Source: an optimization exercise on an open RTL-to-GDS flow (aim: small area). Production flows keep margins and buffers that such runs may drop.
At most, simulation tests tie the RTL to the original design; equivalence was not proved.
Only the layout flow was run in run 1; the RTL was not checked for function there.

$ cat flow/flow/run.sh
#!/bin/bash
# Layout: the standard flow (standard synthesis unchanged), with the input and
# output port buffers made of the smallest plain buffer cell.
set -euo pipefail
export BUFFER_PORTS_ARGS="-buffer_cell sky130_fd_sc_hd__buf_1"
bash standard.sh > standard_flow.log 2>&1
$ cat flow/standard.sh
#!/bin/bash
# synth_recipe.tcl (not shown) runs the flow's synth.tcl, then flattens the netlist and writes it again
# the make line also repeats each setting of config.mk as NAME=value (left out here)
make -C /OpenROAD-flow-scripts/flow DESIGN_CONFIG=/design/flow/config.mk WORK_HOME=/design/flow/orfs CLKGATE_MAP_FILE= SYNTH_SCRIPT=/design/flow/synth_recipe.tcl "${@:-finish}"
$ cat flow/config.mk
export PLATFORM = sky130hd
export DESIGN_NAME = axis_xgmii_tx
export DESIGN_NICKNAME = axis_xgmii_tx
export VERILOG_FILES = /design/flow/design.v
export SDC_FILE = /design/flow/constraint.sdc
export NUM_CORES = 4
export LEC_CHECK = 0
export CAP_MARGIN = 20
export CORE_MARGIN = 2
export CORE_UTILIZATION = 55
export CTS_BUF_LIST = sky130_fd_sc_hd__clkbuf_8
export GPL_TIMING_DRIVEN = 1
export SETUP_SLACK_MARGIN = 0.05
export SLEW_MARGIN = 20
export SYNTH_HIERARCHICAL = 1
$ cat flow/constraint.sdc
create_clock -name core_clock -period 9.0 [get_ports {clk}]
set_input_delay 1.8000 -clock core_clock [delete_from_list [all_inputs] [get_ports {clk}]]
set_output_delay 1.8000 -clock core_clock [all_outputs]
set_load 0.01 [all_outputs]
$ cat flow/design.v
package xgmii_tx_pkg;
    localparam logic [7:0] xgmii_idle   = 8'h07;
    localparam logic [7:0] xgmii_start  = 8'hfb;
    localparam logic [7:0] xgmii_term   = 8'hfd;
    localparam logic [7:0] xgmii_error  = 8'hfe;
    localparam logic [7:0] eth_preamble = 8'h55;
    localparam logic [7:0] eth_sfd      = 8'hd5;
    localparam logic [31:0] crc_poly = 32'hedb8_8320;   
    function automatic logic [31:0] crc32_byte(logic [31:0] crc, logic [7:0] b);
        logic [31:0] c;
        c = crc ^ {24'h0, b};
        for (int i = 0; i < 8; i++) begin
            if (c[0]) begin
                c = (c >> 1) ^ crc_poly;
            end else begin
                c = c >> 1;
            end
        end
        crc32_byte = c;
    endfunction
endpackage
module crc_xor2 (
    input  logic a_i,
    input  logic b_i,
    output logic y_o
);
    assign y_o = a_i ^ b_i;
endmodule
module crc_xnor2 (
    input  logic a_i,
    input  logic b_i,
    output logic y_o
);
    assign y_o = ~(a_i ^ b_i);
endmodule
module crc_aoi222 (
    input  logic a1_i, a2_i, b1_i, b2_i, c1_i, c2_i,
    output logic y_o
);
    assign y_o = ~((a1_i & a2_i) | (b1_i & b2_i) | (c1_i & c2_i));
endmodule
module crc_nand3 (
    input  logic a_i, b_i, c_i,
    output logic y_o
);
    assign y_o = ~(a_i & b_i & c_i);
endmodule
module crc32_step (
    input  logic [7:0]  x_i,     
    input  logic [31:8] c_i,     
    input  logic [7:0]  n_i,     
    output logic [7:0]  x_o,     
    output logic [31:0] c_o      
);
    logic a_p03, a_p14, a_r2, a_p12, a_r3, a_p26, a_r4, a_p37, a_r5, a_p45, a_p56, a_r7, b_q8, b_q9, b_q10, b_q11, b_q12, b_q13, b_q14, b_q15, b_q16, b_q17, b_q18, b_q19, b_q20, b_s13_0, b_s15_0, b_s17_0, b_s17_1, b_s18_0, b_s19_0, b_s21_0, b_s21_1, b_s22_0, b_s24_0, b_s25_0;
    crc_xor2 u0 (.a_i(x_i[0]), .b_i(x_i[3]), .y_o(a_p03));
    crc_xor2 u1 (.a_i(x_i[1]), .b_i(x_i[4]), .y_o(a_p14));
    crc_xor2 u2 (.a_i(a_p14), .b_i(x_i[0]), .y_o(a_r2));
    crc_xor2 u3 (.a_i(x_i[1]), .b_i(x_i[2]), .y_o(a_p12));
    crc_xor2 u4 (.a_i(a_p12), .b_i(x_i[5]), .y_o(a_r3));
    crc_xor2 u5 (.a_i(x_i[2]), .b_i(x_i[6]), .y_o(a_p26));
    crc_xor2 u6 (.a_i(a_p03), .b_i(a_p26), .y_o(a_r4));
    crc_xor2 u7 (.a_i(x_i[3]), .b_i(x_i[7]), .y_o(a_p37));
    crc_xor2 u8 (.a_i(a_p14), .b_i(a_p37), .y_o(a_r5));
    crc_xor2 u9 (.a_i(x_i[4]), .b_i(x_i[5]), .y_o(a_p45));
    crc_xor2 u10 (.a_i(x_i[5]), .b_i(x_i[6]), .y_o(a_p56));
    crc_xor2 u11 (.a_i(a_p56), .b_i(x_i[0]), .y_o(a_r7));
    crc_xor2 u12 (.a_i(x_i[1]), .b_i(x_i[6]), .y_o(b_q8));
    crc_xor2 u13 (.a_i(x_i[0]), .b_i(x_i[4]), .y_o(b_q9));
    crc_xor2 u14 (.a_i(x_i[2]), .b_i(x_i[3]), .y_o(b_q10));
    crc_xor2 u15 (.a_i(x_i[7]), .b_i(b_q8), .y_o(b_q11));
    crc_xor2 u16 (.a_i(x_i[5]), .b_i(b_q9), .y_o(b_q12));
    crc_xor2 u17 (.a_i(x_i[4]), .b_i(x_i[7]), .y_o(b_q13));
    crc_xor2 u18 (.a_i(x_i[5]), .b_i(b_q10), .y_o(b_q14));
    crc_xor2 u19 (.a_i(x_i[3]), .b_i(b_q13), .y_o(b_q15));
    crc_xnor2 u20 (.a_i(x_i[0]), .b_i(b_q11), .y_o(b_q16));
    crc_xor2 u21 (.a_i(x_i[1]), .b_i(x_i[5]), .y_o(b_q17));
    crc_xor2 u22 (.a_i(b_q9), .b_i(b_q10), .y_o(b_q18));
    crc_xor2 u23 (.a_i(x_i[2]), .b_i(b_q8), .y_o(b_q19));
    crc_xor2 u24 (.a_i(x_i[6]), .b_i(b_q15), .y_o(b_q20));
    crc_xor2 u25 (.a_i(x_i[0]), .b_i(b_q17), .y_o(b_s13_0));
    crc_xor2 u26 (.a_i(x_i[7]), .b_i(b_q10), .y_o(b_s15_0));
    crc_xor2 u27 (.a_i(x_i[1]), .b_i(x_i[3]), .y_o(b_s17_0));
    crc_xor2 u28 (.a_i(b_q12), .b_i(b_s17_0), .y_o(b_s17_1));
    crc_xor2 u29 (.a_i(b_q12), .b_i(b_q19), .y_o(b_s18_0));
    crc_xor2 u30 (.a_i(b_q11), .b_i(b_q14), .y_o(b_s19_0));
    crc_xor2 u31 (.a_i(x_i[2]), .b_i(x_i[5]), .y_o(b_s21_0));
    crc_xor2 u32 (.a_i(b_q13), .b_i(b_s21_0), .y_o(b_s21_1));
    crc_xor2 u33 (.a_i(x_i[6]), .b_i(b_q14), .y_o(b_s22_0));
    crc_xor2 u34 (.a_i(x_i[2]), .b_i(x_i[7]), .y_o(b_s24_0));
    crc_xor2 u35 (.a_i(b_q12), .b_i(b_s24_0), .y_o(c_o[24]));
    crc_xor2 u36 (.a_i(x_i[0]), .b_i(b_q8), .y_o(b_s25_0));
    crc_xnor2 u37 (.a_i(b_q14), .b_i(b_s25_0), .y_o(c_o[25]));
    crc_xor2 u38 (.a_i(b_q11), .b_i(b_q18), .y_o(c_o[26]));
    crc_xor2 u39 (.a_i(b_q15), .b_i(b_q17), .y_o(c_o[27]));
    crc_xnor2 u40 (.a_i(x_i[6]), .b_i(b_q12), .y_o(c_o[28]));
    crc_xnor2 u41 (.a_i(x_i[5]), .b_i(b_q16), .y_o(c_o[29]));
    crc_xnor2 u42 (.a_i(x_i[1]), .b_i(x_i[7]), .y_o(c_o[31]));
    crc_xnor2 u43 (.a_i(c_i[16]), .b_i(b_q11), .y_o(c_o[8]));
    crc_xnor2 u44 (.a_i(c_i[17]), .b_i(x_i[7]), .y_o(c_o[9]));
    crc_xnor2 u45 (.a_i(c_i[18]), .b_i(x_i[2]), .y_o(c_o[10]));
    crc_xnor2 u46 (.a_i(c_i[19]), .b_i(x_i[3]), .y_o(c_o[11]));
    crc_xor2 u47 (.a_i(c_i[20]), .b_i(b_q9), .y_o(c_o[12]));
    crc_xnor2 u48 (.a_i(c_i[21]), .b_i(b_s13_0), .y_o(c_o[13]));
    crc_xnor2 u49 (.a_i(c_i[22]), .b_i(b_q19), .y_o(c_o[14]));
    crc_xnor2 u50 (.a_i(c_i[23]), .b_i(b_s15_0), .y_o(c_o[15]));
    crc_xor2 u51 (.a_i(c_i[24]), .b_i(b_q18), .y_o(c_o[16]));
    crc_xnor2 u52 (.a_i(c_i[25]), .b_i(b_s17_1), .y_o(c_o[17]));
    crc_xor2 u53 (.a_i(c_i[26]), .b_i(b_s18_0), .y_o(c_o[18]));
    crc_xor2 u54 (.a_i(c_i[27]), .b_i(b_s19_0), .y_o(c_o[19]));
    crc_xor2 u55 (.a_i(c_i[28]), .b_i(b_q20), .y_o(c_o[20]));
    crc_xor2 u56 (.a_i(c_i[29]), .b_i(b_s21_1), .y_o(c_o[21]));
    crc_xor2 u57 (.a_i(c_i[30]), .b_i(b_s22_0), .y_o(c_o[22]));
    crc_xor2 u58 (.a_i(c_i[31]), .b_i(b_q20), .y_o(c_o[23]));
    crc_xnor2 u59 (.a_i(c_i[8]), .b_i(x_i[2]), .y_o(c_o[0]));
    crc_xor2 u60 (.a_i(c_o[0]), .b_i(n_i[0]), .y_o(x_o[0]));
    crc_xor2 u61 (.a_i(c_i[9]), .b_i(a_p03), .y_o(c_o[1]));
    crc_xor2 u62 (.a_i(c_o[1]), .b_i(n_i[1]), .y_o(x_o[1]));
    crc_xnor2 u63 (.a_i(c_i[10]), .b_i(a_r2), .y_o(c_o[2]));
    crc_xor2 u64 (.a_i(c_o[2]), .b_i(n_i[2]), .y_o(x_o[2]));
    crc_xnor2 u65 (.a_i(c_i[11]), .b_i(a_r3), .y_o(c_o[3]));
    crc_xor2 u66 (.a_i(c_o[3]), .b_i(n_i[3]), .y_o(x_o[3]));
    crc_xor2 u67 (.a_i(c_i[12]), .b_i(a_r4), .y_o(c_o[4]));
    crc_xor2 u68 (.a_i(c_o[4]), .b_i(n_i[4]), .y_o(x_o[4]));
    crc_xor2 u69 (.a_i(c_i[13]), .b_i(a_r5), .y_o(c_o[5]));
    crc_xor2 u70 (.a_i(c_o[5]), .b_i(n_i[5]), .y_o(x_o[5]));
    crc_xor2 u71 (.a_i(c_i[14]), .b_i(a_p45), .y_o(c_o[6]));
    crc_xor2 u72 (.a_i(c_o[6]), .b_i(n_i[6]), .y_o(x_o[6]));
    crc_xnor2 u73 (.a_i(c_i[15]), .b_i(a_r7), .y_o(c_o[7]));
    crc_xor2 u74 (.a_i(c_o[7]), .b_i(n_i[7]), .y_o(x_o[7]));
    assign c_o[30] = b_q16;
endmodule
module crc32_step_last (
    input  logic [7:0]  x_i,     
    input  logic [31:8] c_i,     
    output logic [31:0] c_o      
);
    logic a_p03, a_p14, a_r2, a_p12, a_r3, a_p26, a_r4, a_p37, a_r5, a_p45, a_p56, a_r7, b_q8, b_q9, b_q10, b_q11, b_q12, b_q13, b_q14, b_q15, b_q16, b_q17, b_q18, b_q19, b_q20, b_s13_0, b_s15_0, b_s17_0, b_s17_1, b_s18_0, b_s19_0, b_s21_0, b_s21_1, b_s22_0, b_s24_0, b_s25_0;
    crc_xor2 u0 (.a_i(x_i[0]), .b_i(x_i[3]), .y_o(a_p03));
    crc_xor2 u1 (.a_i(x_i[1]), .b_i(x_i[4]), .y_o(a_p14));
    crc_xor2 u2 (.a_i(a_p14), .b_i(x_i[0]), .y_o(a_r2));
    crc_xor2 u3 (.a_i(x_i[1]), .b_i(x_i[2]), .y_o(a_p12));
    crc_xor2 u4 (.a_i(a_p12), .b_i(x_i[5]), .y_o(a_r3));
    crc_xor2 u5 (.a_i(x_i[2]), .b_i(x_i[6]), .y_o(a_p26));
    crc_xor2 u6 (.a_i(a_p03), .b_i(a_p26), .y_o(a_r4));
    crc_xor2 u7 (.a_i(x_i[3]), .b_i(x_i[7]), .y_o(a_p37));
    crc_xor2 u8 (.a_i(a_p14), .b_i(a_p37), .y_o(a_r5));
    crc_xor2 u9 (.a_i(x_i[4]), .b_i(x_i[5]), .y_o(a_p45));
    crc_xor2 u10 (.a_i(x_i[5]), .b_i(x_i[6]), .y_o(a_p56));
    crc_xor2 u11 (.a_i(a_p56), .b_i(x_i[0]), .y_o(a_r7));
    crc_xor2 u12 (.a_i(x_i[1]), .b_i(x_i[6]), .y_o(b_q8));
    crc_xor2 u13 (.a_i(x_i[0]), .b_i(x_i[4]), .y_o(b_q9));
    crc_xor2 u14 (.a_i(x_i[2]), .b_i(x_i[3]), .y_o(b_q10));
    crc_xor2 u15 (.a_i(x_i[7]), .b_i(b_q8), .y_o(b_q11));
    crc_xor2 u16 (.a_i(x_i[5]), .b_i(b_q9), .y_o(b_q12));
    crc_xor2 u17 (.a_i(x_i[4]), .b_i(x_i[7]), .y_o(b_q13));
    crc_xor2 u18 (.a_i(x_i[5]), .b_i(b_q10), .y_o(b_q14));
    crc_xor2 u19 (.a_i(x_i[3]), .b_i(b_q13), .y_o(b_q15));
    crc_xnor2 u20 (.a_i(x_i[0]), .b_i(b_q11), .y_o(b_q16));
    crc_xor2 u21 (.a_i(x_i[1]), .b_i(x_i[5]), .y_o(b_q17));
    crc_xor2 u22 (.a_i(b_q9), .b_i(b_q10), .y_o(b_q18));
    crc_xor2 u23 (.a_i(x_i[2]), .b_i(b_q8), .y_o(b_q19));
    crc_xor2 u24 (.a_i(x_i[6]), .b_i(b_q15), .y_o(b_q20));
    crc_xor2 u25 (.a_i(x_i[0]), .b_i(b_q17), .y_o(b_s13_0));
    crc_xor2 u26 (.a_i(x_i[7]), .b_i(b_q10), .y_o(b_s15_0));
    crc_xor2 u27 (.a_i(x_i[1]), .b_i(x_i[3]), .y_o(b_s17_0));
    crc_xor2 u28 (.a_i(b_q12), .b_i(b_s17_0), .y_o(b_s17_1));
    crc_xor2 u29 (.a_i(b_q12), .b_i(b_q19), .y_o(b_s18_0));
    crc_xor2 u30 (.a_i(b_q11), .b_i(b_q14), .y_o(b_s19_0));
    crc_xor2 u31 (.a_i(x_i[2]), .b_i(x_i[5]), .y_o(b_s21_0));
    crc_xor2 u32 (.a_i(b_q13), .b_i(b_s21_0), .y_o(b_s21_1));
    crc_xor2 u33 (.a_i(x_i[6]), .b_i(b_q14), .y_o(b_s22_0));
    crc_xor2 u34 (.a_i(x_i[2]), .b_i(x_i[7]), .y_o(b_s24_0));
    crc_xor2 u35 (.a_i(b_q12), .b_i(b_s24_0), .y_o(c_o[24]));
    crc_xor2 u36 (.a_i(x_i[0]), .b_i(b_q8), .y_o(b_s25_0));
    crc_xnor2 u37 (.a_i(b_q14), .b_i(b_s25_0), .y_o(c_o[25]));
    crc_xor2 u38 (.a_i(b_q11), .b_i(b_q18), .y_o(c_o[26]));
    crc_xor2 u39 (.a_i(b_q15), .b_i(b_q17), .y_o(c_o[27]));
    crc_xnor2 u40 (.a_i(x_i[6]), .b_i(b_q12), .y_o(c_o[28]));
    crc_xnor2 u41 (.a_i(x_i[5]), .b_i(b_q16), .y_o(c_o[29]));
    crc_xnor2 u42 (.a_i(x_i[1]), .b_i(x_i[7]), .y_o(c_o[31]));
    crc_xnor2 u43 (.a_i(c_i[16]), .b_i(b_q11), .y_o(c_o[8]));
    crc_xnor2 u44 (.a_i(c_i[17]), .b_i(x_i[7]), .y_o(c_o[9]));
    crc_xnor2 u45 (.a_i(c_i[18]), .b_i(x_i[2]), .y_o(c_o[10]));
    crc_xnor2 u46 (.a_i(c_i[19]), .b_i(x_i[3]), .y_o(c_o[11]));
    crc_xor2 u47 (.a_i(c_i[20]), .b_i(b_q9), .y_o(c_o[12]));
    crc_xnor2 u48 (.a_i(c_i[21]), .b_i(b_s13_0), .y_o(c_o[13]));
    crc_xnor2 u49 (.a_i(c_i[22]), .b_i(b_q19), .y_o(c_o[14]));
    crc_xnor2 u50 (.a_i(c_i[23]), .b_i(b_s15_0), .y_o(c_o[15]));
    crc_xor2 u51 (.a_i(c_i[24]), .b_i(b_q18), .y_o(c_o[16]));
    crc_xnor2 u52 (.a_i(c_i[25]), .b_i(b_s17_1), .y_o(c_o[17]));
    crc_xor2 u53 (.a_i(c_i[26]), .b_i(b_s18_0), .y_o(c_o[18]));
    crc_xor2 u54 (.a_i(c_i[27]), .b_i(b_s19_0), .y_o(c_o[19]));
    crc_xor2 u55 (.a_i(c_i[28]), .b_i(b_q20), .y_o(c_o[20]));
    crc_xor2 u56 (.a_i(c_i[29]), .b_i(b_s21_1), .y_o(c_o[21]));
    crc_xor2 u57 (.a_i(c_i[30]), .b_i(b_s22_0), .y_o(c_o[22]));
    crc_xor2 u58 (.a_i(c_i[31]), .b_i(b_q20), .y_o(c_o[23]));
    crc_xnor2 u59 (.a_i(c_i[8]), .b_i(x_i[2]), .y_o(c_o[0]));
    crc_xor2 u60 (.a_i(c_i[9]), .b_i(a_p03), .y_o(c_o[1]));
    crc_xnor2 u61 (.a_i(c_i[10]), .b_i(a_r2), .y_o(c_o[2]));
    crc_xnor2 u62 (.a_i(c_i[11]), .b_i(a_r3), .y_o(c_o[3]));
    crc_xor2 u63 (.a_i(c_i[12]), .b_i(a_r4), .y_o(c_o[4]));
    crc_xor2 u64 (.a_i(c_i[13]), .b_i(a_r5), .y_o(c_o[5]));
    crc_xor2 u65 (.a_i(c_i[14]), .b_i(a_p45), .y_o(c_o[6]));
    crc_xnor2 u66 (.a_i(c_i[15]), .b_i(a_r7), .y_o(c_o[7]));
    assign c_o[30] = b_q16;
endmodule
module crc32_d64 (
    input  logic [31:0] inv_i,     
    input  logic [63:0] beat_i,
    input  logic [7:0]  sel_i,     
    input  logic        hold_i,
    output logic [31:0] inv_o
);
    logic [31:0] chain [9];
    logic [31:0] rot   [9];
    logic [31:0] p0, p1, p2;
    logic [7:0]  x  [8];     
    assign chain[0] = inv_i;
    for (genvar j = 0; j < 8; j++) begin : g_x0
        crc_xor2 u  (.a_i(inv_i[j]), .b_i(beat_i[j]), .y_o(x[0][j]));
    end
    for (genvar i = 0; i < 7; i++) begin : g_step
        crc32_step step (
            .x_i  (x[i]),
            .c_i  (chain[i][31:8]),
            .n_i  (beat_i[8*(i+1) +: 8]),
            .x_o  (x[i+1]),
            .c_o  (chain[i+1])
        );
    end
    crc32_step_last step7 (
        .x_i  (x[7]),
        .c_i  (chain[7][31:8]),
        .c_o  (chain[8])
    );
    always_comb begin
        rot[0] = '0;
        for (int n = 1; n <= 8; n++) begin
            for (int p = 0; p < 4; p++) begin
                rot[n][8*p +: 8] = chain[n][8*((p - n) & 3) +: 8];
            end
        end
    end
    for (genvar b = 0; b < 32; b++) begin : g_sel
        crc_aoi222 s0 (.a1_i(sel_i[0]), .a2_i(rot[1][b]), .b1_i(sel_i[1]), .b2_i(rot[2][b]),
                       .c1_i(sel_i[2]), .c2_i(rot[3][b]), .y_o(p0[b]));
        crc_aoi222 s1 (.a1_i(sel_i[3]), .a2_i(rot[4][b]), .b1_i(sel_i[4]), .b2_i(rot[5][b]),
                       .c1_i(sel_i[5]), .c2_i(rot[6][b]), .y_o(p1[b]));
        crc_aoi222 s2 (.a1_i(sel_i[6]), .a2_i(rot[7][b]), .b1_i(sel_i[7]), .b2_i(rot[8][b]),
                       .c1_i(hold_i),   .c2_i(inv_i[b]),  .y_o(p2[b]));
        crc_nand3  s3 (.a_i(p0[b]), .b_i(p1[b]), .c_i(p2[b]), .y_o(inv_o[b]));
    end
endmodule
module xgmii_ao221 (
    input  logic a1_i, a2_i, b1_i, b2_i, c1_i,
    output logic y_o
);
    assign y_o = (a1_i & a2_i) | (b1_i & b2_i) | c1_i;
endmodule
module xgmii_tail_pack (
    input  logic        start_i,
    input  logic        data_i,
    input  logic        tail_i,
    input  logic        term_i,
    input  logic        err_i,
    input  logic [7:0]  keep_i,
    input  logic [63:0] beat_i,    
    input  logic [31:0] fcs_i,     
    output logic [63:0] d_o,
    output logic [7:0]  c_o
);
    logic       tail_ok, tail_err;
    logic [7:0] sel_d, sel_r, is_t, is_i;
    logic [7:0] ch [8];
    assign tail_ok  = tail_i & ~err_i;
    assign tail_err = tail_i & err_i;
    always_comb begin
        for (int j = 0; j < 8; j++) begin
            sel_d[j] = data_i | (tail_ok & keep_i[j]) | (tail_err && j >= 1 && j <= 6);
            sel_r[j] = tail_ok & ~keep_i[j] & ((j < 4) ? 1'b1 : keep_i[(j+4)%8]);
            if (j < 4) sel_r[j] = sel_r[j] | (term_i & keep_i[j+4]);
            if (j < 4) begin
                is_t[j] = term_i & keep_i[j+3] & ~keep_i[(j+4)%8];
            end else if (j == 4) begin
                is_t[j] = term_i & keep_i[7];
            end else begin
                is_t[j] = tail_ok & keep_i[j-5] & ~keep_i[j-4];
            end
            if (j == 7) is_t[j] = is_t[j] | tail_err;
            is_i[j] = ~(sel_d[j] | sel_r[j] | is_t[j] | start_i | (tail_err && j == 0));
        end
        for (int j = 0; j < 8; j++) begin
            ch[j] = ({8{is_i[j]}} & xgmii_tx_pkg::xgmii_idle) |
                    ({8{is_t[j]}} & xgmii_tx_pkg::xgmii_term);
        end
        ch[0] = ch[0] | ({8{start_i}} & xgmii_tx_pkg::xgmii_start) |
                        ({8{tail_err}} & xgmii_tx_pkg::xgmii_error);
        for (int j = 1; j < 7; j++) ch[j] = ch[j] | ({8{start_i}} & xgmii_tx_pkg::eth_preamble);
        ch[7] = ch[7] | ({8{start_i}} & xgmii_tx_pkg::eth_sfd);
        for (int j = 0; j < 8; j++) begin
            c_o[j] = ~(sel_d[j] | sel_r[j] | (start_i && j != 0));
        end
    end
    for (genvar j = 0; j < 8; j++) begin : g_lane
        for (genvar b = 0; b < 8; b++) begin : g_bit
            xgmii_ao221 o (.a1_i(sel_d[j]), .a2_i(beat_i[8*j+b]), .b1_i(sel_r[j]),
                           .b2_i(fcs_i[8*(j%4)+b]), .c1_i(ch[j][b]), .y_o(d_o[8*j+b]));
        end
    end
endmodule
module tx_frame_ctrl (
    input  logic       rst,
    input  logic       tvalid_i,
    input  logic       tlast_i,
    input  logic       err_i,
    input  logic [7:0] keep_i,
    input  logic       tready_i,
    input  logic       start_i,     
    input  logic       data_i,      
    input  logic       last_i,      
    input  logic       tail_i,      
    input  logic       term_i,      
    output logic       tready_o,
    output logic       start_o,
    output logic       data_o,
    output logic       last_o,
    output logic       tail_o,
    output logic       term_o,
    output logic [7:0] sel_o,       
    output logic       hold_o       
);
    logic accept;
    logic beat;      
    logic more;      
    assign accept = tvalid_i & tready_i;
    assign beat   = start_i | data_i;
    assign more   = tail_i & ~err_i & keep_i[3];
    assign start_o  = ~rst & accept & ~beat;
    assign data_o   = ~rst & accept & beat;
    assign last_o   = ~rst & accept & tlast_i;
    assign tail_o   = ~rst & last_i;
    assign term_o   = ~rst & more;
    assign tready_o = ~rst & (tready_i ? ~(accept & tlast_i) : ~(last_i | more));
    always_comb begin
        for (int k = 0; k < 7; k++) begin
            sel_o[k] = beat & last_i & keep_i[k] & ~keep_i[k+1];
        end
        sel_o[7] = beat & (~last_i | keep_i[7]);
    end
    assign hold_o = tail_i | term_i;
endmodule
module axis_xgmii_tx (
    input  logic        clk,
    input  logic        rst,
    input  logic [63:0] tdata_i,
    input  logic [7:0]  tkeep_i,
    input  logic        tvalid_i,
    input  logic        tlast_i,
    input  logic        tuser_i,
    output logic        tready_o,
    output logic [63:0] xgmii_d_o,
    output logic [7:0]  xgmii_c_o
);
    logic [63:0] d1_q;      
    logic [63:0] d2_q;      
    logic [31:0] crc_q;     
    logic [31:0] crc_d;
    logic [7:1]  keep_q;    
    logic        err_q;
    logic        tready_q, start_q, data_q, last_q, tail_q, term_q;
    logic        tready_d, start_d, data_d, last_d, tail_d, term_d;
    logic        hold;
    logic [7:0]  sel;
    tx_frame_ctrl ctrl0 (
        .rst      (rst),
        .tvalid_i (tvalid_i),
        .tlast_i  (tlast_i),
        .err_i    (err_q),
        .keep_i   ({keep_q, 1'b1}),
        .tready_i (tready_q),
        .start_i  (start_q),
        .data_i   (data_q),
        .last_i   (last_q),
        .tail_i   (tail_q),
        .term_i   (term_q),
        .tready_o (tready_d),
        .start_o  (start_d),
        .data_o   (data_d),
        .last_o   (last_d),
        .tail_o   (tail_d),
        .term_o   (term_d),
        .sel_o    (sel),
        .hold_o   (hold)
    );
    crc32_d64 crc0 (
        .inv_i  (crc_q),
        .beat_i (d1_q),
        .sel_i  (sel),
        .hold_i (hold),
        .inv_o  (crc_d)
    );
    xgmii_tail_pack pack0 (
        .start_i (start_q),
        .data_i  (data_q),
        .tail_i  (tail_q),
        .term_i  (term_q),
        .err_i   (err_q),
        .keep_i  ({keep_q, 1'b1}),
        .beat_i  (d2_q),
        .fcs_i   (crc_q),
        .d_o     (xgmii_d_o),
        .c_o     (xgmii_c_o)
    );
    assign tready_o = tready_q;
    always_ff @(posedge clk) begin
        d1_q     <= tdata_i;
        d2_q     <= d1_q;
        crc_q    <= crc_d;
        tready_q <= tready_d;
        start_q  <= start_d;
        data_q   <= data_d;
        last_q   <= last_d;
        tail_q   <= tail_d;
        term_q   <= term_d;
    end
    always_ff @(posedge clk) begin
        if (tready_q) begin
            keep_q <= tkeep_i[7:1];
            err_q  <= tuser_i;
        end
    end
endmodule
==> metrics.cfg, run 1 <==
[clocking]
cts.sink_count=174
root_buffer=sky130_fd_sc_hd__clkbuf_8
clock_latency_ps=510
clkTransAtPathRegs_ps=110
cts_hold_repair_buffers=0
cts_inserted_buffers=17
clockBufferDepth=2
tritoncts=yes
depth_of_the_cts_h_tree=4

[hold_path]
worst_hold_path_type=reg -> reg
hold-path-cell-count=0
hold_path_end=d2_q[46]
hold_start=d1_q[46]

[cells_and_area]
stdcell_count=1810
fin_nets=1604
post_route_cells_drive_above_1_share_pct=33.0
areaGrowthSynthToFinish_pct=45.3
n_antenna_cell=0

[synth]
synth_top_cell_area_share_pct=35.7
yosys-top-cells-count=sky130_fd_sc_hd__xor2_1, sky130_fd_sc_hd__dfxtp_1, sky130_fd_sc_hd__xnor2_1
synth-compound-area-share_pct=15.9
area_share_of_and_or_nand_nor_cells_after_synthesis_pct=5.53
synth.most_common_cell=sky130_fd_sc_hd__xor2_1
synth-edff-count=8
yosys_register_bits=174
synth.area.mux_share_pct=0
synth.top_cells.by_area=sky130_fd_sc_hd__xor2_1, sky130_fd_sc_hd__dfxtp_1, sky130_fd_sc_hd__xnor2_1
synthXorXnorAreaFrac_pct=46.2
ys_dominant_reg_cell=sky130_fd_sc_hd__dfxtp_1
yosysWarningCount=17
synth_area_leader_cell=sky130_fd_sc_hd__xor2_1
combinational_family_with_the_most_area_after_synthesis=XOR/XNOR gates
synth-adder-area-share_pct=0
yosys.cell_types.count=39
postSynthAreaPerCell_um2=10.4
async_flop_share_pct=0
yosysSeqAreaShare_pct=31.3
post_synth_instance_area_um2=11400
postSynthCellCount=1098

[sta]
finalWorstSetupSlack_ps=-258
hold_worst_slack_ps=372
timing_hold_violations_final=0
rsz0062_at_grt=true
fin_crit_sh_pct=103
finalCriticalPeriod_ps=9260
final-setup-viol-count=18
timing.max_slew.rel_slack_pct=20.9
clock_skew_ps=31.0
clock.fmax_mhz=108
slew_violations=0
setup_tns_ps=-2240
tightestPinTransition_ps=1180

[die]
ioPinCount=150
floorplan.initialDensity_pct=56.2
floorplan.die_area_um2=21800
row_count=52
core_region_area_um2=20200
die_h_um=148
die-width_um=148

[route]
drtPass1Iterations=10
drt_wl_total_um=49200
post_detailed_route_drc_marker_count=0
postRouteAntennaNets=0
avgRoutedWirePerCell_um=27.2
post_drt_via_cell_ratio=6.30
detailed_route_via_count=11400
initialDrtViolationCount=2433

[setup_path]
critical-path-top-cell-by-count=sky130_fd_sc_hd__xor2_2
worstReg2RegStart=crc_q[1]
worst_ep_arrival_time_ps=9620
cp_data_required_time_ps=9360
crit_path_start_kind=flop
critPathSlowestCell=sky130_fd_sc_hd__dfxtp_4
crit_path_max_fanout=5
worstReg2RegEnd=crc_q[23]
timing.critical_path.to_type=flop
reg2reg_setup_slack_ps=-260
reg2regPathDepth=42
timing_worst_setup_path_type=reg -> reg
critical_path.max_stage_delay_ps=410

[status]
checkFailReasons=negative setup slack
run_status=finished with violations

[place]
place.port_buffers=148
placed_cells=1689
sum_of_net_half_perimeters_after_detailed_placement_um=34800
gp_congestion=0.987

[global_route]
grt_pass1_vias=10500
grt_pass1_wl_um=66100
grt_max_degree=33
gr-usage-all-layers_pct=41.6
initial_antenna_violation_count=2
grt.overflow.total=0

[run]
max-cap-violations=0

[Yosys stat by module (local to each module, per instance), excerpt]
module           times used  area [um2]
axis_xgmii_tx             1        3570
xgmii_tail_pack           1         552
tx_frame_ctrl             1         176
crc_aoi222               96        10.0
xgmii_ao221              64        10.0
crc_xor2                464        8.76
crc_xnor2               136        8.76
crc32_step_last           1        7.51
crc_nand3                32        5.00
[cells in the final DEF, fill, tap and decap left out, types with 5 or more instances in the layout]
cell	instances
sky130_fd_sc_hd__a221o_1	64
sky130_fd_sc_hd__a222oi_1	96
sky130_fd_sc_hd__buf_1	148
sky130_fd_sc_hd__buf_4	245
sky130_fd_sc_hd__buf_6	24
sky130_fd_sc_hd__clkbuf_8	17
sky130_fd_sc_hd__conb_1	5
sky130_fd_sc_hd__dfxtp_1	150
sky130_fd_sc_hd__dfxtp_2	6
sky130_fd_sc_hd__dfxtp_4	10
sky130_fd_sc_hd__edfxtp_1	8
sky130_fd_sc_hd__inv_1	5
sky130_fd_sc_hd__inv_8	5
sky130_fd_sc_hd__nand2_1	10
sky130_fd_sc_hd__nand2b_1	11
sky130_fd_sc_hd__nand3_1	32
sky130_fd_sc_hd__nor2_1	24
sky130_fd_sc_hd__nor2b_1	5
sky130_fd_sc_hd__nor3b_2	5
sky130_fd_sc_hd__o21ai_0	14
sky130_fd_sc_hd__xnor2_1	113
sky130_fd_sc_hd__xnor2_2	20
sky130_fd_sc_hd__xor2_1	316
sky130_fd_sc_hd__xor2_2	117
sky130_fd_sc_hd__xor2_4	31
[stage by stage]
step	instance area, um2	worst slack, ps	utilization (%)
after floorplan	11900	-149	-
final	16500	-258	81.6
after global placement	14200	-197	69.9
after detailed placement	14200	-383	69.9
after CTS	15200	25.3	75.4
after global routing	16500	-507	81.6
[what timing repair did]
| item | CTS | global route |
|---|---|---|
| gates resized for setup | 63 | 114 |
| pin swaps | 75 | 133 |
| setup endpoints to repair | 28 | 31 |
| setup buffers | 32 | 61 |
[metal layers]
layer | vias to the layer above | track usage [%] | share of wire, %
met3 | 193 | 11.0 | 13
met4 | 2 | 19.8 | 5.9
met5 | - | 0 | 0.016
met2 | 977 | 64.4 | 45
li1 | 4724 | - | -
met1 | 5510 | 54.3 | 36
[critical path, delay by kind of cell, from the launching register on]
family          cells  cell delay (ps)
flops               1              410
xor+xnor           31             6780
compound gates      1              310
simple gates        1              120
buf+inv             9             1510
[registers in the layout, indices dropped and copies added, names as in the netlist]
signal and flops:
term_q 1, d2_q 64, crc_q 32, keep_q 7
last_q 1, err_q 1, d1_q 64, tail_q 1
tready_q 1, start_q 1, data_q 1
[cell type report]
cell class	count	area, um2
clock buffers	17	234
clock inverters	15	170
fillers	1248	3710
inverters	4	15.0
multi-input cells	908	9410
flip-flops and latches	174	3610
well taps	270	338
repair buffers	422	2750
[cell families after synthesis]
| logic type | count (synthesis) |
|---|---|
| XOR/XNOR | 600 |
| AO/OA/AOI/OAI | 192 |
| flip-flops | 174 |
| AND/OR/NAND/NOR | 111 |
| buffers and inverters | 20 |
| other | 1 |
[worst max-delay path by stage]
stage	start	to	slack, ps	cells after the start
final	crc_q[1]	crc_q[23]	-260	42
after detailed placement	d1_q[6]	crc_q[23]	-380	36
after CTS	crc_q[2]	crc_q[23]	30	38
after floorplan	crc_q[0]	crc_q[20]	-150	35
after global placement	crc_q[2]	crc_q[23]	-200	37
after global routing	crc_q[2]	crc_q[23]	-510	39
==> run 2, diff against run 1 <==
--- a/flow/design.v
+++ b/flow/design.v
@@ -5,19 +5,6 @@
     localparam logic [7:0] xgmii_error  = 8'hfe;
     localparam logic [7:0] eth_preamble = 8'h55;
     localparam logic [7:0] eth_sfd      = 8'hd5;
-    localparam logic [31:0] crc_poly = 32'hedb8_8320;   
-    function automatic logic [31:0] crc32_byte(logic [31:0] crc, logic [7:0] b);
-        logic [31:0] c;
-        c = crc ^ {24'h0, b};
-        for (int i = 0; i < 8; i++) begin
-            if (c[0]) begin
-                c = (c >> 1) ^ crc_poly;
-            end else begin
-                c = c >> 1;
-            end
-        end
-        crc32_byte = c;
-    endfunction
 endpackage
 module crc_xor2 (
     input  logic a_i,
@@ -52,7 +39,7 @@
     output logic [7:0]  x_o,     
     output logic [31:0] c_o      
 );
-    logic a_p03, a_p14, a_r2, a_p12, a_r3, a_p26, a_r4, a_p37, a_r5, a_p45, a_p56, a_r7, b_q8, b_q9, b_q10, b_q11, b_q12, b_q13, b_q14, b_q15, b_q16, b_q17, b_q18, b_q19, b_q20, b_s13_0, b_s15_0, b_s17_0, b_s17_1, b_s18_0, b_s19_0, b_s21_0, b_s21_1, b_s22_0, b_s24_0, b_s25_0;
+    logic a_p03, a_p14, a_r2, a_p12, a_r3, a_p26, a_r4, a_p37, a_r5, a_p45, a_p56, a_r7, b_q8, b_q9, b_q10, b_q11, b_q12, b_q13, b_q14, b_q15, b_q17, b_q18, b_q19, b_q20, b_s13_0, b_s15_0, b_s17_0, b_s17_1, b_s18_0, b_s19_0, b_s21_0, b_s21_1, b_s22_0, b_s24_0, b_s25_0, e0, e1, e2, e3, e4, e5, e6, e7;
     crc_xor2 u0 (.a_i(x_i[0]), .b_i(x_i[3]), .y_o(a_p03));
     crc_xor2 u1 (.a_i(x_i[1]), .b_i(x_i[4]), .y_o(a_p14));
     crc_xor2 u2 (.a_i(a_p14), .b_i(x_i[0]), .y_o(a_r2));
@@ -73,7 +60,7 @@
     crc_xor2 u17 (.a_i(x_i[4]), .b_i(x_i[7]), .y_o(b_q13));
     crc_xor2 u18 (.a_i(x_i[5]), .b_i(b_q10), .y_o(b_q14));
     crc_xor2 u19 (.a_i(x_i[3]), .b_i(b_q13), .y_o(b_q15));
-    crc_xnor2 u20 (.a_i(x_i[0]), .b_i(b_q11), .y_o(b_q16));
+    crc_xnor2 u20 (.a_i(x_i[0]), .b_i(b_q11), .y_o(c_o[30]));
     crc_xor2 u21 (.a_i(x_i[1]), .b_i(x_i[5]), .y_o(b_q17));
     crc_xor2 u22 (.a_i(b_q9), .b_i(b_q10), .y_o(b_q18));
     crc_xor2 u23 (.a_i(x_i[2]), .b_i(b_q8), .y_o(b_q19));
@@ -94,7 +81,7 @@
     crc_xor2 u38 (.a_i(b_q11), .b_i(b_q18), .y_o(c_o[26]));
     crc_xor2 u39 (.a_i(b_q15), .b_i(b_q17), .y_o(c_o[27]));
     crc_xnor2 u40 (.a_i(x_i[6]), .b_i(b_q12), .y_o(c_o[28]));
-    crc_xnor2 u41 (.a_i(x_i[5]), .b_i(b_q16), .y_o(c_o[29]));
+    crc_xnor2 u41 (.a_i(x_i[5]), .b_i(c_o[30]), .y_o(c_o[29]));
     crc_xnor2 u42 (.a_i(x_i[1]), .b_i(x_i[7]), .y_o(c_o[31]));
     crc_xnor2 u43 (.a_i(c_i[16]), .b_i(b_q11), .y_o(c_o[8]));
     crc_xnor2 u44 (.a_i(c_i[17]), .b_i(x_i[7]), .y_o(c_o[9]));
@@ -112,30 +99,37 @@
     crc_xor2 u56 (.a_i(c_i[29]), .b_i(b_s21_1), .y_o(c_o[21]));
     crc_xor2 u57 (.a_i(c_i[30]), .b_i(b_s22_0), .y_o(c_o[22]));
     crc_xor2 u58 (.a_i(c_i[31]), .b_i(b_q20), .y_o(c_o[23]));
-    crc_xnor2 u59 (.a_i(c_i[8]), .b_i(x_i[2]), .y_o(c_o[0]));
-    crc_xor2 u60 (.a_i(c_o[0]), .b_i(n_i[0]), .y_o(x_o[0]));
-    crc_xor2 u61 (.a_i(c_i[9]), .b_i(a_p03), .y_o(c_o[1]));
-    crc_xor2 u62 (.a_i(c_o[1]), .b_i(n_i[1]), .y_o(x_o[1]));
-    crc_xnor2 u63 (.a_i(c_i[10]), .b_i(a_r2), .y_o(c_o[2]));
-    crc_xor2 u64 (.a_i(c_o[2]), .b_i(n_i[2]), .y_o(x_o[2]));
-    crc_xnor2 u65 (.a_i(c_i[11]), .b_i(a_r3), .y_o(c_o[3]));
-    crc_xor2 u66 (.a_i(c_o[3]), .b_i(n_i[3]), .y_o(x_o[3]));
-    crc_xor2 u67 (.a_i(c_i[12]), .b_i(a_r4), .y_o(c_o[4]));
-    crc_xor2 u68 (.a_i(c_o[4]), .b_i(n_i[4]), .y_o(x_o[4]));
-    crc_xor2 u69 (.a_i(c_i[13]), .b_i(a_r5), .y_o(c_o[5]));
-    crc_xor2 u70 (.a_i(c_o[5]), .b_i(n_i[5]), .y_o(x_o[5]));
-    crc_xor2 u71 (.a_i(c_i[14]), .b_i(a_p45), .y_o(c_o[6]));
-    crc_xor2 u72 (.a_i(c_o[6]), .b_i(n_i[6]), .y_o(x_o[6]));
-    crc_xnor2 u73 (.a_i(c_i[15]), .b_i(a_r7), .y_o(c_o[7]));
-    crc_xor2 u74 (.a_i(c_o[7]), .b_i(n_i[7]), .y_o(x_o[7]));
-    assign c_o[30] = b_q16;
+    crc_xor2 u59 (.a_i(c_i[8]), .b_i(n_i[0]), .y_o(e0));
+    crc_xnor2 u60 (.a_i(e0), .b_i(x_i[2]), .y_o(x_o[0]));
+    crc_xor2 u61 (.a_i(x_o[0]), .b_i(n_i[0]), .y_o(c_o[0]));
+    crc_xor2 u62 (.a_i(c_i[9]), .b_i(n_i[1]), .y_o(e1));
+    crc_xor2 u63 (.a_i(e1), .b_i(a_p03), .y_o(x_o[1]));
+    crc_xor2 u64 (.a_i(x_o[1]), .b_i(n_i[1]), .y_o(c_o[1]));
+    crc_xor2 u65 (.a_i(c_i[10]), .b_i(n_i[2]), .y_o(e2));
+    crc_xnor2 u66 (.a_i(e2), .b_i(a_r2), .y_o(x_o[2]));
+    crc_xor2 u67 (.a_i(x_o[2]), .b_i(n_i[2]), .y_o(c_o[2]));
+    crc_xor2 u68 (.a_i(c_i[11]), .b_i(n_i[3]), .y_o(e3));
+    crc_xnor2 u69 (.a_i(e3), .b_i(a_r3), .y_o(x_o[3]));
+    crc_xor2 u70 (.a_i(x_o[3]), .b_i(n_i[3]), .y_o(c_o[3]));
+    crc_xor2 u71 (.a_i(c_i[12]), .b_i(n_i[4]), .y_o(e4));
+    crc_xor2 u72 (.a_i(e4), .b_i(a_r4), .y_o(x_o[4]));
+    crc_xor2 u73 (.a_i(x_o[4]), .b_i(n_i[4]), .y_o(c_o[4]));
+    crc_xor2 u74 (.a_i(c_i[13]), .b_i(n_i[5]), .y_o(e5));
+    crc_xor2 u75 (.a_i(e5), .b_i(a_r5), .y_o(x_o[5]));
+    crc_xor2 u76 (.a_i(x_o[5]), .b_i(n_i[5]), .y_o(c_o[5]));
+    crc_xor2 u77 (.a_i(c_i[14]), .b_i(n_i[6]), .y_o(e6));
+    crc_xor2 u78 (.a_i(e6), .b_i(a_p45), .y_o(x_o[6]));
+    crc_xor2 u79 (.a_i(x_o[6]), .b_i(n_i[6]), .y_o(c_o[6]));
+    crc_xor2 u80 (.a_i(c_i[15]), .b_i(n_i[7]), .y_o(e7));
+    crc_xnor2 u81 (.a_i(e7), .b_i(a_r7), .y_o(x_o[7]));
+    crc_xor2 u82 (.a_i(x_o[7]), .b_i(n_i[7]), .y_o(c_o[7]));
 endmodule
 module crc32_step_last (
     input  logic [7:0]  x_i,     
     input  logic [31:8] c_i,     
     output logic [31:0] c_o      
 );
-    logic a_p03, a_p14, a_r2, a_p12, a_r3, a_p26, a_r4, a_p37, a_r5, a_p45, a_p56, a_r7, b_q8, b_q9, b_q10, b_q11, b_q12, b_q13, b_q14, b_q15, b_q16, b_q17, b_q18, b_q19, b_q20, b_s13_0, b_s15_0, b_s17_0, b_s17_1, b_s18_0, b_s19_0, b_s21_0, b_s21_1, b_s22_0, b_s24_0, b_s25_0;
+    logic a_p03, a_p14, a_r2, a_p12, a_r3, a_p26, a_r4, a_p37, a_r5, a_p45, a_p56, a_r7, b_q8, b_q9, b_q10, b_q11, b_q12, b_q13, b_q14, b_q15, b_q17, b_q18, b_q19, b_q20, b_s13_0, b_s15_0, b_s17_0, b_s17_1, b_s18_0, b_s19_0, b_s21_0, b_s21_1, b_s22_0, b_s24_0, b_s25_0;
     crc_xor2 u0 (.a_i(x_i[0]), .b_i(x_i[3]), .y_o(a_p03));
     crc_xor2 u1 (.a_i(x_i[1]), .b_i(x_i[4]), .y_o(a_p14));
     crc_xor2 u2 (.a_i(a_p14), .b_i(x_i[0]), .y_o(a_r2));
@@ -156,7 +150,7 @@
     crc_xor2 u17 (.a_i(x_i[4]), .b_i(x_i[7]), .y_o(b_q13));
     crc_xor2 u18 (.a_i(x_i[5]), .b_i(b_q10), .y_o(b_q14));
     crc_xor2 u19 (.a_i(x_i[3]), .b_i(b_q13), .y_o(b_q15));
-    crc_xnor2 u20 (.a_i(x_i[0]), .b_i(b_q11), .y_o(b_q16));
+    crc_xnor2 u20 (.a_i(x_i[0]), .b_i(b_q11), .y_o(c_o[30]));
     crc_xor2 u21 (.a_i(x_i[1]), .b_i(x_i[5]), .y_o(b_q17));
     crc_xor2 u22 (.a_i(b_q9), .b_i(b_q10), .y_o(b_q18));
     crc_xor2 u23 (.a_i(x_i[2]), .b_i(b_q8), .y_o(b_q19));
@@ -177,7 +171,7 @@
     crc_xor2 u38 (.a_i(b_q11), .b_i(b_q18), .y_o(c_o[26]));
     crc_xor2 u39 (.a_i(b_q15), .b_i(b_q17), .y_o(c_o[27]));
     crc_xnor2 u40 (.a_i(x_i[6]), .b_i(b_q12), .y_o(c_o[28]));
-    crc_xnor2 u41 (.a_i(x_i[5]), .b_i(b_q16), .y_o(c_o[29]));
+    crc_xnor2 u41 (.a_i(x_i[5]), .b_i(c_o[30]), .y_o(c_o[29]));
     crc_xnor2 u42 (.a_i(x_i[1]), .b_i(x_i[7]), .y_o(c_o[31]));
     crc_xnor2 u43 (.a_i(c_i[16]), .b_i(b_q11), .y_o(c_o[8]));
     crc_xnor2 u44 (.a_i(c_i[17]), .b_i(x_i[7]), .y_o(c_o[9]));
@@ -203,7 +197,6 @@
     crc_xor2 u64 (.a_i(c_i[13]), .b_i(a_r5), .y_o(c_o[5]));
     crc_xor2 u65 (.a_i(c_i[14]), .b_i(a_p45), .y_o(c_o[6]));
     crc_xnor2 u66 (.a_i(c_i[15]), .b_i(a_r7), .y_o(c_o[7]));
-    assign c_o[30] = b_q16;
 endmodule
 module crc32_d64 (
     input  logic [31:0] inv_i,     
@@ -271,35 +264,54 @@
     output logic [7:0]  c_o
 );
     logic       tail_ok, tail_err;
-    logic [7:0] sel_d, sel_r, is_t, is_i;
-    logic [7:0] ch [8];
+    logic [8:0] k;                   
+    logic [7:0] sel_d, sel_r;        
+    logic [7:0] is_t;                
+    logic [7:0] ctl;                 
+    logic [7:0] is_i;                
+    logic [7:0] ch [8];              
     assign tail_ok  = tail_i & ~err_i;
     assign tail_err = tail_i & err_i;
+    assign k        = {1'b0, keep_i};
     always_comb begin
         for (int j = 0; j < 8; j++) begin
-            sel_d[j] = data_i | (tail_ok & keep_i[j]) | (tail_err && j >= 1 && j <= 6);
-            sel_r[j] = tail_ok & ~keep_i[j] & ((j < 4) ? 1'b1 : keep_i[(j+4)%8]);
-            if (j < 4) sel_r[j] = sel_r[j] | (term_i & keep_i[j+4]);
-            if (j < 4) begin
-                is_t[j] = term_i & keep_i[j+3] & ~keep_i[(j+4)%8];
-            end else if (j == 4) begin
-                is_t[j] = term_i & keep_i[7];
-            end else begin
-                is_t[j] = tail_ok & keep_i[j-5] & ~keep_i[j-4];
-            end
-            if (j == 7) is_t[j] = is_t[j] | tail_err;
-            is_i[j] = ~(sel_d[j] | sel_r[j] | is_t[j] | start_i | (tail_err && j == 0));
+            if (j == 0)      sel_d[j] = data_i | tail_ok;
+            else if (j == 7) sel_d[j] = data_i | (tail_ok & k[7]);
+            else             sel_d[j] = data_i | tail_err | (tail_ok & k[j]);
+            if (j == 0)      sel_r[j] = term_i & k[4];
+            else if (j < 4)  sel_r[j] = (tail_ok & ~k[j]) | (term_i & k[j+4]);
+            else             sel_r[j] = tail_ok & ~k[j] & k[j-4];
+            if (j < 4)       is_t[j] = term_i & k[j+3] & ~k[j+4];
+            else if (j == 4) is_t[j] = term_i & k[7];
+            else if (j < 7)  is_t[j] = tail_ok & k[j-5] & ~k[j-4];
+            else             is_t[j] = (tail_ok & k[2] & ~k[3]) | tail_err;
+            ctl[j]  = ~(sel_d[j] | sel_r[j]);
+            is_i[j] = ctl[j] & ~(is_t[j] | start_i | (j == 0 && tail_err));
         end
-        for (int j = 0; j < 8; j++) begin
-            ch[j] = ({8{is_i[j]}} & xgmii_tx_pkg::xgmii_idle) |
-                    ({8{is_t[j]}} & xgmii_tx_pkg::xgmii_term);
+        ch[0][0]   = ctl[0] & ~tail_err;
+        ch[0][1]   = ctl[0] & ~is_t[0];
+        ch[0][2]   = ctl[0] & ~start_i;
+        ch[0][7:3] = {5{ctl[0] & ~is_i[0]}};
+        for (int j = 1; j < 7; j++) begin
+            ch[j][0] = ctl[j];
+            ch[j][1] = is_i[j];
+            ch[j][2] = ctl[j];
+            ch[j][3] = is_t[j];
+            ch[j][4] = is_t[j] | start_i;
+            ch[j][5] = is_t[j];
+            ch[j][6] = is_t[j] | start_i;
+            ch[j][7] = is_t[j];
         end
-        ch[0] = ch[0] | ({8{start_i}} & xgmii_tx_pkg::xgmii_start) |
-                        ({8{tail_err}} & xgmii_tx_pkg::xgmii_error);
-        for (int j = 1; j < 7; j++) ch[j] = ch[j] | ({8{start_i}} & xgmii_tx_pkg::eth_preamble);
-        ch[7] = ch[7] | ({8{start_i}} & xgmii_tx_pkg::eth_sfd);
+        ch[7][0] = ctl[7];
+        ch[7][1] = is_i[7];
+        ch[7][2] = ctl[7];
+        ch[7][3] = is_t[7];
+        ch[7][4] = is_t[7] | start_i;
+        ch[7][5] = is_t[7];
+        ch[7][6] = is_t[7] | start_i;
+        ch[7][7] = is_t[7] | start_i;
         for (int j = 0; j < 8; j++) begin
-            c_o[j] = ~(sel_d[j] | sel_r[j] | (start_i && j != 0));
+            c_o[j] = ctl[j] & ~(start_i && j != 0);
         end
     end
     for (genvar j = 0; j < 8; j++) begin : g_lane
--- a/flow/config.mk
+++ b/flow/config.mk
@@ -7,7 +7,7 @@
 export LEC_CHECK = 0
 export CAP_MARGIN = 20
 export CORE_MARGIN = 2
-export CORE_UTILIZATION = 55
+export CORE_UTILIZATION = 62
 export CTS_BUF_LIST = sky130_fd_sc_hd__clkbuf_8
 export GPL_TIMING_DRIVEN = 1
 export SETUP_SLACK_MARGIN = 0.05
==> metrics.cfg, run 2 <==
[status]
run_status=complete, no violations

[synth]
yosys-top-cells-count=sky130_fd_sc_hd__xor2_1, sky130_fd_sc_hd__dfxtp_1, sky130_fd_sc_hd__xnor2_1
yosysWarningCount=17  ; unchanged
postSynthAreaPerCell_um2=10.3  ; -0.37%
yosysSeqAreaShare_pct=30.4  ; -0.96 points
async_flop_share_pct=0  ; unchanged
synth_top_cell_area_share_pct=38.8  ; +3.1 points
postSynthCellCount=1137  ; +3.6%
yosys_register_bits=174  ; unchanged
synth.most_common_cell=sky130_fd_sc_hd__xor2_1
yosys.cell_types.count=37  ; -5.1%
synth_area_leader_cell=sky130_fd_sc_hd__xor2_1
synth.top_cells.by_area=sky130_fd_sc_hd__xor2_1, sky130_fd_sc_hd__dfxtp_1, sky130_fd_sc_hd__xnor2_1
post_synth_instance_area_um2=11700  ; +3.2%
synth-edff-count=8  ; unchanged
ys_dominant_reg_cell=sky130_fd_sc_hd__dfxtp_1

[clocking]
cts.sink_count=174  ; unchanged
tritoncts=yes
clkTransAtPathRegs_ps=120  ; about the same
depth_of_the_cts_h_tree=4  ; unchanged
root_buffer=sky130_fd_sc_hd__clkbuf_8
clock_latency_ps=490  ; -20 ps
cts_inserted_buffers=17  ; unchanged
post_cts.repair.setup_buffers=0  ; -100%
clockBufferDepth=2  ; unchanged

[route]
drt_wl_total_um=42800  ; -13%
drtPass1Iterations=9  ; -1
initialDrtViolationCount=1746  ; -28%
avgRoutedWirePerCell_um=26.1  ; -3.8%
post_drt_via_cell_ratio=6.43  ; +2.0%
postRouteAntennaNets=0  ; unchanged
detailed_route_via_count=10500  ; -7.8%
post_detailed_route_drc_marker_count=0  ; unchanged

[cells_and_area]
post_route_cells_drive_above_1_share_pct=11.1  ; -22 points
area.sequential_um2=3560  ; -1.2%
fillCellCount=1469  ; +18%
multi_input_comb_area_um2=8320  ; -12%
areaGrowthSynthToFinish_pct=17.9
stdcell_count=1637  ; -9.6%
most_common_cell_after_layout_fill_and_taps_aside=sky130_fd_sc_hd__xor2_1
n_antenna_cell=0  ; unchanged
top_regs=d1_q: 64 flops, d2_q: 64 flops, crc_q: 32 flops
most-common-layout-cells=sky130_fd_sc_hd__xor2_1, sky130_fd_sc_hd__dfxtp_1, sky130_fd_sc_hd__buf_1
fin_nets=1467  ; -8.5%
post-route-util_pct=74.2  ; -7.5 points

[place]
sum_of_net_half_perimeters_after_detailed_placement_um=32800  ; -5.6%
gp_congestion=1.01  ; +2.4%
place.port_buffers=148  ; unchanged
placed_cells=1605  ; -5.0%

[die]
die-width_um=142  ; -4.2%
die_h_um=142  ; -4.2%
row_count=50  ; -3.8%
core_region_area_um2=18600  ; -7.9%
ioPinCount=150  ; unchanged
floorplan.initialDensity_pct=62.9  ; +6.7 points
floorplan.die_area_um2=20000  ; -8.3%

[global_route]
grt_pass1_vias=9888  ; -6.1%
grt_max_degree=33  ; unchanged
grt_pass1_wl_um=61600  ; -6.8%
grt.overflow.total=0  ; unchanged
initial_antenna_violation_count=0  ; -2
gr-usage-all-layers_pct=42.2  ; +0.56 points

[setup_path]
timing_worst_setup_path_type=reg -> reg
cp_data_required_time_ps=9350  ; about the same
reg2regPathDepth=29  ; -31%
worstReg2RegStart=crc_q[4]
worst_ep_arrival_time_ps=9130  ; -490 ps
critical_path.max_stage_delay_ps=570  ; +160 ps
crit_path_max_fanout=9  ; +4
crit_path_start_kind=flop
critPathSlowestCell=sky130_fd_sc_hd__xor2_1
startpoint=crc_q[4]
timing.critical_path.to_type=flop
critical-path-top-cell-by-count=sky130_fd_sc_hd__xor2_1

[sta]
timing_hold_violations_final=0  ; unchanged
clock_skew_ps=23.9  ; -7.11 ps
final-setup-viol-count=0  ; -18
fin_crit_sh_pct=97.5  ; -5.4 points
rsz0062_at_grt=false
clock.fmax_mhz=114  ; +5.5%
finalCriticalPeriod_ps=8770  ; -485 ps
tightestPinTransition_ps=1150  ; -36.8 ps
hold_worst_slack_ps=370  ; -2.57 ps
slew_violations=0  ; unchanged
setup_tns_ps=0  ; +2240 ps
timing.max_slew.rel_slack_pct=23.3  ; +2.5 points

[hold_path]
worst_hold_path_type=reg -> reg
hold_start=d1_q[0]
hold-path-cell-count=0  ; unchanged

[run]
max-cap-violations=0  ; unchanged

run 2: metrics by stage:
| stage | worst slack, ps | instance area (um2) |
|---|---|---|
| after floorplan | 101 | 11900 |
| after global placement | 717 | 13400 |
| after detailed placement | 552 | 13400 |
| after CTS | 393 | 13800 |
| after global routing | 66.4 | 13800 |
| final | 227 | 13800 |
run 2: area by class of cell:
| cell class | count | area share, % |
|---|---|---|
| well taps | 234 | 2.12 |
| inverters | 6 | 0.163 |
| repair buffers | 237 | 8.85 |
| clock buffers | 17 | 1.69 |
| flip-flops and latches | 174 | 25.8 |
| clock inverters | 15 | 1.26 |
| multi-input cells | 954 | 60.2 |
run 2: modules after synthesis, one instance, submodules excluded, a selection:
module | times used | cells | flops+latches | area [um2]
axis_xgmii_tx | 1 | 175 | 174 | 3570
xgmii_tail_pack | 1 | 90 | 0 | 482
tx_frame_ctrl | 1 | 24 | 0 | 176
crc_aoi222 | 96 | 1 | 0 | 10.0
xgmii_ao221 | 64 | 1 | 0 | 10.0
crc_xnor2 | 136 | 1 | 0 | 8.76
crc_xor2 | 520 | 1 | 0 | 8.76
crc_nand3 | 32 | 1 | 0 | 5.00
run 2: worst paths after layout:
kind         slack, ps        end
max                230  crc_q[23]
min                370    d2_q[0]
max reg2reg        230  crc_q[23]
min reg2reg        370    d2_q[0]
run 2: layer usage:
metal,GRT usage (%),wire length [um]
met4,23.2,2470
met2,66.7,19300
met1,55.0,16700
met3,7.15,4330
met5,0,0
run 2: worst max-delay path, delay by kind of cell, from the launching register on:
kind | cells | cell delay, ps
xor+xnor | 25 | 7300
flops | 1 | 470
compound gates | 1 | 260
buf+inv | 2 | 450
simple gates | 1 | 120
run 2: cell families (layout without fill, tap and decap cells):
family / count (synthesis) / after routing / share of synthesized area, %
other: 1 / 4 / 0.0320
AO/OA/AOI/OAI: 183 / 183 / 15.0
AND/OR/NAND/NOR: 111 / 111 / 5.23
flip-flops: 174 / 174 / 30.4
buffers and inverters: 12 / 275 / 0.427
XOR/XNOR: 656 / 656 / 49.0
run 2: timing repair:
| item | in CTS | in global routing |
|---|---|---|
| gates resized for setup | 0 | 3 |
| hold buffers | 0 | 0 |
| endpoints found under the setup margin | 0 | 7 |
==> run 3, diff against run 2 <==
--- a/flow/config.mk
+++ b/flow/config.mk
@@ -7,8 +7,10 @@
 export LEC_CHECK = 0
 export CAP_MARGIN = 20
 export CORE_MARGIN = 2
-export CORE_UTILIZATION = 62
+export CORE_UTILIZATION = 55
 export CTS_BUF_LIST = sky130_fd_sc_hd__clkbuf_8
+export CTS_CLUSTER_DIAMETER = 100
+export CTS_CLUSTER_SIZE = 20
 export GPL_TIMING_DRIVEN = 1
 export SETUP_SLACK_MARGIN = 0.05
 export SLEW_MARGIN = 20
==> metrics.cfg, run 3 <==
[hold_path]
hold-path-cell-count=0  ; unchanged
hold_start=d1_q[0]
worst_hold_path_type=reg -> reg
hold_path_end=d2_q[0]

[cells_and_area]
areaGrowthSynthToFinish_pct=18.4
post_route_cells_drive_above_1_share_pct=11.3  ; +0.17 points
most-common-layout-cells=sky130_fd_sc_hd__xor2_1, sky130_fd_sc_hd__dfxtp_1, sky130_fd_sc_hd__buf_1
fillCellCount=1819  ; +24%
post-route-util_pct=66.3  ; -7.9 points
fin_nets=1473  ; +0.41%
most_common_cell_after_layout_fill_and_taps_aside=sky130_fd_sc_hd__xor2_1
post-route-cell-area_um2=13900  ; +0.48%
top_regs=d1_q: 64 flops, d2_q: 64 flops, crc_q: 32 flops
n_antenna_cell=0  ; unchanged

[place]
dpl_cell_area_um2=13500  ; +0.73%
sum_of_net_half_perimeters_after_detailed_placement_um=33500  ; +2.0%
gp_congestion=1.01  ; -0.40%
place.port_buffers=148  ; unchanged

[synth]
ys_dominant_reg_cell=sky130_fd_sc_hd__dfxtp_1
yosysSeqAreaShare_pct=30.4  ; unchanged
yosys.cell_types.count=37  ; unchanged
postSynthCellCount=1137  ; unchanged
yosys_register_bits=174  ; unchanged
postSynthAreaPerCell_um2=10.3  ; unchanged
synth.top_cells.by_area=sky130_fd_sc_hd__xor2_1, sky130_fd_sc_hd__dfxtp_1, sky130_fd_sc_hd__xnor2_1
async_flop_share_pct=0  ; unchanged
yosys-top-cells-count=sky130_fd_sc_hd__xor2_1, sky130_fd_sc_hd__dfxtp_1, sky130_fd_sc_hd__xnor2_1
synth_top_cell_area_share_pct=38.8  ; unchanged
synth_area_leader_cell=sky130_fd_sc_hd__xor2_1
synth.most_common_cell=sky130_fd_sc_hd__xor2_1
post_synth_instance_area_um2=11700  ; unchanged
yosysWarningCount=17  ; unchanged
synth-edff-count=8  ; unchanged

[clocking]
post_cts.repair.setup_buffers=0  ; unchanged
cts.sink_count=174  ; unchanged
tritoncts=yes
clock_latency_ps=460  ; -30 ps
cts_hold_repair_buffers=0  ; unchanged
clockBufferDepth=2  ; unchanged
clkTransAtPathRegs_ps=100  ; -20 ps
root_buffer=sky130_fd_sc_hd__clkbuf_8
depth_of_the_cts_h_tree=4  ; unchanged
cts_resized=0  ; unchanged
cts_inserted_buffers=17  ; unchanged

[die]
core_region_area_um2=21000  ; +12%
row_count=53  ; +6.0%
die-width_um=150  ; +6.0%
floorplan.initialDensity_pct=56.0  ; -6.9 points
ioPinCount=150  ; unchanged
die_h_um=150  ; +6.0%
floorplan.die_area_um2=22500  ; +12%

[route]
postRouteAntennaNets=0  ; unchanged
post_detailed_route_drc_marker_count=0  ; unchanged
drt_wl_total_um=43400  ; +1.3%
detailed_route_via_count=10300  ; -2.3%
initialDrtViolationCount=1620  ; -7.2%
post_drt_via_cell_ratio=6.10  ; -5.0%
avgRoutedWirePerCell_um=25.8  ; -1.5%
drtPass1Iterations=8  ; -1

[setup_path]
worstReg2RegEnd=crc_q[17]
critical_path.max_stage_delay_ps=480  ; -90 ps
timing_worst_setup_path_type=reg -> reg
critPathSlowestCell=sky130_fd_sc_hd__dfxtp_1
critical-path-top-cell-by-count=sky130_fd_sc_hd__xor2_1
crit_path_max_fanout=9  ; unchanged
cp_data_required_time_ps=9330  ; -20 ps
worst_ep_arrival_time_ps=8720  ; -410 ps
timing.critical_path.to_type=flop
crit_path_start_kind=flop
reg2regPathDepth=30  ; +3.4%
worstReg2RegStart=crc_q[1]
reg2reg_setup_slack_ps=610  ; +380 ps

[global_route]
grt.met3_usage_pct=5.49  ; -1.7 points
grt_max_degree=33  ; unchanged
grt_pass1_vias=9596  ; -3.0%
met1_usage_pct=51.6  ; -3.4 points
initial_antenna_violation_count=0  ; unchanged
global_route.peak_usage_layer=met2
groute.layer.met2.usage_pct=59.4  ; -7.3 points
grt.overflow.total=0  ; unchanged
gr-usage-all-layers_pct=38.1  ; -4.1 points
grt_pass1_wl_um=62000  ; +0.64%

[run]
max-cap-violations=0  ; unchanged

[sta]
setup_tns_ps=0  ; unchanged
timing.max_slew.rel_slack_pct=22.4  ; -0.87 points
clock.fmax_mhz=119  ; +4.5%
fin_crit_sh_pct=93.2  ; -4.2 points
finalCriticalPeriod_ps=8390  ; -381 ps
tightestPinTransition_ps=1160  ; +13.0 ps
slew_violations=0  ; unchanged
rsz0062_at_grt=false
timing_hold_violations_final=0  ; unchanged
clock_skew_ps=10.8  ; -13.1 ps
final-setup-viol-count=0  ; unchanged

[status]
run_status=complete, no violations

-- run 3: worst max path at each step --
stage	end	start	slack (ps)
2_1_floorplan	crc_q[22]	crc_q[5]	100
3_3_place_gp	crc_q[17]	crc_q[1]	760
3_5_place_dp	crc_q[22]	crc_q[1]	690
4_1_cts	crc_q[22]	crc_q[1]	610
5_1_grt	crc_q[23]	crc_q[1]	80
6_report	crc_q[17]	crc_q[1]	610
-- run 3: layout make-up --
cell class	count	area, um2	share of cell area, %
well taps	275	344	2.48
repair buffers	243	1270	9.13
clock inverters	15	159	1.14
flip-flops and latches	174	3560	25.6
inverters	6	22.5	0.162
clock buffers	17	234	1.68
multi-input cells	954	8300	59.8
-- run 3: cell families after synthesis --
family | after synthesis | synth area share, %
and+or+nand+nor | 111 | 5.23
other | 1 | 0.0320
DFF | 174 | 30.4
AOI/OAI and AO/OA | 183 | 15.0
xor gates and xnor gates | 656 | 49.0
buffers and inverters | 12 | 0.427
-- run 3: metal layers --
layer / part of all wire (%) / vias up / routed length, um
met4: 5.2 / 0 / 2260
li1: - / 4625 / -
met1: 42 / 4952 / 18300
met5: 0 / - / 0
met2: 45 / 615 / 19300
met3: 8.1 / 86 / 3510
-- run 3: worst max-delay path, delay by kind of cell (launching register included) --
family                 cells  cell delay, ps
AND/OR/NAND/NOR            1             120
AO/OA/AOI/OAI              1             260
buffers and inverters      4             870
XOR/XNOR                  24            6550
flip-flops                 1             480
-- run 3: stage by stage --
step,setup WS [ps],instances,hold slack [ps]
after floorplan,101,1140,349
after global placement,757,1652,355
after detailed placement,690,1652,356
after CTS,607,1684,369
after global routing,76.1,1684,379
final,608,1684,369
-- run 3: modules after synthesis, one instance, submodules excluded, excerpt --
module / cells / cell area (um2)
xgmii_ao221: 1 / 10.0
crc_aoi222: 1 / 10.0
axis_xgmii_tx: 175 / 3570
crc_nand3: 1 / 5.00
crc_xnor2: 1 / 8.76
crc_xor2: 1 / 8.76
xgmii_tail_pack: 90 / 482
tx_frame_ctrl: 24 / 176

==> re-timing with driven ports <==
The results above use ideal ports. As a check the final layouts listed here were re-extracted and re-timed, cells and wires unchanged.
Step 1 assumes that a clkbuf_16 drives the clock port and a buf_2 every other input.
Step 2 moves the port delays by t, midway between the first and last clock arrival at a register: inputs arrive t later, outputs are due t later. That takes back most of the time a late clock gives input paths.
a / b / c = ideal / step 1 / step 2; a / b = the first two.
| run | t (ns) | setup slack, ns | hold WS [ns] | latest minus earliest clock arrival (ns) | slew at the worst register clock pin (ns) |
|---|---|---|---|---|---|
| run 1 | 0.538 | -0.258 / -0.258 / -0.258 | 0.372 / 0.372 / 0.372 | 0.031 / 0.031 | 0.12 / 0.12 |
| run 2 | 0.525 | 0.227 / 0.227 / 0.227 | 0.370 / 0.370 / 0.370 | 0.024 / 0.024 | 0.12 / 0.12 |
| run 3 | 0.506 | 0.608 / 0.608 / 0.608 | 0.369 / 0.369 / 0.369 | 0.013 / 0.013 | 0.10 / 0.10 |
